This design comes from an exercise in tuning for small area, a short achievable clock period and few clock cycles on the open sky130 flow, not from production work.
Where RTL was checked, it was by simulation tests only, not by an equivalence proof against the original.

## clock_synth_register_planner_top
module clock_synth_register_planner_top (
	input  logic                        clk,
	input  logic                        arst_n,
	input  logic                        req_valid,
	output logic                        req_ready,
	input  logic [csrp_pkg::CLK_W-1:0]  req_clock_index,
	input  logic [csrp_pkg::FREQ_W-1:0] req_out_frequency,
	output logic                        wr_valid,
	input  logic                        wr_ready,
	output logic [7:0]                  wr_reg_address,
	output logic [7:0]                  wr_reg_value,
	output logic                        wr_final_write,
	input  logic                        xtal_we,
	input  logic [csrp_pkg::XTAL_W-1:0] xtal_data
);
==> flow/config.mk <==
export PLATFORM = sky130hd
export DESIGN_NAME = clock_synth_register_planner_top
export DESIGN_NICKNAME = clock_synth_register_planner_top
export VERILOG_FILES = /design/flow/design.v
export SDC_FILE = /design/flow/constraint.sdc
export NUM_CORES = 4
export LEC_CHECK = 0
export CAP_MARGIN = 20
export CORE_MARGIN = 2
export CORE_UTILIZATION = 60
export PLACE_DENSITY = 0.72
export SETUP_SLACK_MARGIN = 4.0
export SLEW_MARGIN = 20
==> flow/constraint.sdc <==
create_clock -name core_clock -period 7.0 [get_ports {clk}]
set_input_delay 1.4000 -clock core_clock [delete_from_list [all_inputs] [get_ports {clk}]]
set_output_delay 1.4000 -clock core_clock [all_outputs]
set_load 0.01 [all_outputs]
run.sh (not shown) runs the stock make flow with config.mk's settings and CLKGATE_MAP_FILE= SYNTH_SCRIPT=/design/flow/synth_recipe.tcl, a recipe that flattens the netlist after the stock synthesis.
The starting point finished clean.
Edit:
==> flow/flow/run.sh (new file) <==
#!/bin/bash
# The standard layout, with the port buffers placed as buf_2 cells (the
# default pick is the larger, slower clkdlybuf4s50_1). Each tool's output
# goes to standard.log in the run folder (ORFS keeps per-step logs too).
set -euo pipefail
export BUFFER_PORTS_ARGS="-buffer_cell sky130_fd_sc_hd__buf_2"
bash standard.sh > standard.log 2>&1
==> flow/standard.sh (new file) <==
#!/bin/bash
# synth_recipe.tcl (not shown) runs the flow's synth.tcl, then flattens the netlist and writes it again
# the make line also repeats each setting of config.mk as NAME=value (left out here)
make -C /OpenROAD-flow-scripts/flow DESIGN_CONFIG=/design/flow/config.mk WORK_HOME=/design/flow/orfs CLKGATE_MAP_FILE= SYNTH_SCRIPT=/design/flow/synth_recipe.tcl "${@:-finish}"
Settings changed: CTS_CLUSTER_DIAMETER set to 90, CTS_CLUSTER_SIZE set to 22.
removed: flow/run.sh
Cell count barely changes.
Synthesized cell count is unchanged.
Non-clock buffer count rises by 31.
Register-to-register slack is worse by 40 ps.
Global-route usage came out lower by 0.40 points.
Setup slack loses 38 ps.
No functional check of the RTL was part of any run of this note.

* * *

Another version of the RTL of clock_synth_register_planner_top (not shown whole).
For scale: ~1600 cells after synthesis, ~80 I/O pins, ~16000 µm² of cells after synthesis.
clock: 7.0 ns
lec_check: 0
cap_margin: 20
core_margin: 2
core_utilization: 60
cts_cluster_diameter: 90
cts_cluster_size: 22
place_density: 0.72
setup_slack_margin: 3.9
slew_margin: 20
standard.sh (not shown) runs the stock make flow with config.mk's settings and CLKGATE_MAP_FILE= SYNTH_SCRIPT=/design/flow/synth_recipe.tcl, a recipe that flattens the netlist after the stock synthesis.
==> flow/flow/run.sh <==
#!/bin/bash
# The standard layout, with the port buffers placed as buf_2 cells (the
# default pick is the larger, slower clkdlybuf4s50_1). Each tool's output
# goes to standard.log in the run folder (ORFS keeps per-step logs too).
set -euo pipefail
export BUFFER_PORTS_ARGS="-buffer_cell sky130_fd_sc_hd__buf_2"
bash standard.sh > standard.log 2>&1
Testbench counts at the start, summed over its fixed seeds: cycles 8,984.
Change:
Settings changed: SETUP_SLACK_MARGIN 3.9 to 4.2.
Fmax hardly moves.
Design area grows by about 10%.
Synthesized area is unchanged.
Global-route usage grows by 1.2 points.
Change:
Settings changed: SETUP_SLACK_MARGIN 4.2 to 3.8.
After rerunning: The changed run produced a clean layout; wire length goes down by roughly a tenth; maximum frequency goes down by a few percent; cell count goes down by a few percent; non-clock buffer count goes down by 95; utilization goes down by 6.9 points; clock-buffer cell count does not change; critical path depth goes down by 10; area after synthesis stays the same.
Change:
Settings changed: CORE_UTILIZATION 60 to 66, PLACE_DENSITY 0.72 to 0.78, SETUP_SLACK_MARGIN 3.8 to 4.0.
Register-to-register slack improved by 0.04 ns.
Maximum frequency increases by 2.6%.
Worst setup slack improves by 0.078 ns.
Global-route usage goes up by 2.3 points.
Change:
==> flow/run.sh (new file) <==
#!/bin/bash
# synth_recipe.tcl (not shown) runs the flow's synth.tcl, then flattens the netlist and writes it again
# the make line also repeats each setting of config.mk as NAME=value (left out here)
make -C /OpenROAD-flow-scripts/flow DESIGN_CONFIG=/design/flow/config.mk WORK_HOME=/design/flow/orfs CLKGATE_MAP_FILE= SYNTH_SCRIPT=/design/flow/synth_recipe.tcl finish
Settings changed: CORE_UTILIZATION 66 to 60, PLACE_DENSITY 0.78 to 0.72.
removed: flow/flow/run.sh
removed: flow/standard.sh
Cell area rose by 4.7%; maximum frequency rose by 0.84%; register-to-register slack gets better by 0.03 ns; flip-flop and latch count stays the same; count of clock-buffer cells in the layout fell by 1; synthesized cell count is unchanged; sequential share of layout area fell by 1.9 points; via count rose by about 0.8%.
Change:
==> flow/flow/run.sh (new file) <==
#!/bin/bash
# The standard layout, with the port buffers placed as buf_2 cells (the
# default pick is the larger, slower clkdlybuf4s50_1). Each tool's output
# goes to standard.log in the run folder (ORFS keeps per-step logs too).
set -euo pipefail
export BUFFER_PORTS_ARGS="-buffer_cell sky130_fd_sc_hd__buf_2"
bash standard.sh > standard.log 2>&1
==> flow/standard.sh (new file) <==
#!/bin/bash
# synth_recipe.tcl (not shown) runs the flow's synth.tcl, then flattens the netlist and writes it again
# the make line also repeats each setting of config.mk as NAME=value (left out here)
make -C /OpenROAD-flow-scripts/flow DESIGN_CONFIG=/design/flow/config.mk WORK_HOME=/design/flow/orfs CLKGATE_MAP_FILE= SYNTH_SCRIPT=/design/flow/synth_recipe.tcl "${@:-finish}"
Settings changed: SETUP_SLACK_MARGIN 4.0 to 3.95.
removed: flow/run.sh
Effect: The changed run ran to the end with no violations. Area after synthesis does not change. Hold slack is about the same. Setup slack improved by 0.0076 ns.

what the ideal ports hide:
No port has a modelled driver above. Below, the same layouts with a new extraction and two added sets of constraints. Step 1 (the two cells are an assumption about what drives the block):
set clk [get_ports {clk}]
set_driving_cell -lib_cell sky130_fd_sc_hd__clkbuf_16 $clk
set_driving_cell -lib_cell sky130_fd_sc_hd__buf_2 [delete_from_list [all_inputs] $clk]
Step 2 also shifts input and output timing later by t, the mid clock arrival at the registers, as if the neighbouring blocks saw the same clock. a / b / c = ideal ports / drivers / drivers and shift; a / b = the first two.
run | t (ns) | slack for setup (ns) | worst register clock-pin slew, ns
the first run of note 1 | 0.605 | 3.903 / 3.903 / 3.718 | 0.07 / 0.07
the second run of note 1 | 0.557 | 3.866 / 3.866 / 3.866 | 0.10 / 0.10
the first run of note 2 | 0.551 | 4.002 / 4.002 / 4.002 | 0.10 / 0.10
the second run of note 2 | 0.552 | 4.010 / 4.010 / 4.010 | 0.10 / 0.10
the third run of note 2 | 0.550 | 3.913 / 3.864 / 3.950 | 0.10 / 0.10
the fourth run of note 2 | 0.551 | 3.991 / 3.991 / 3.991 | 0.10 / 0.10
the fifth run of note 2 | 0.561 | 4.016 / 4.016 / 4.016 | 0.10 / 0.10
the sixth run of note 2 | 0.550 | 4.024 / 4.009 / 4.024 | 0.10 / 0.10
After both steps every run listed still meets setup and hold. The setup slack of the first run of note 1, which loses most, moves by 0.000 ns with the drivers and by -0.185 ns with both steps.
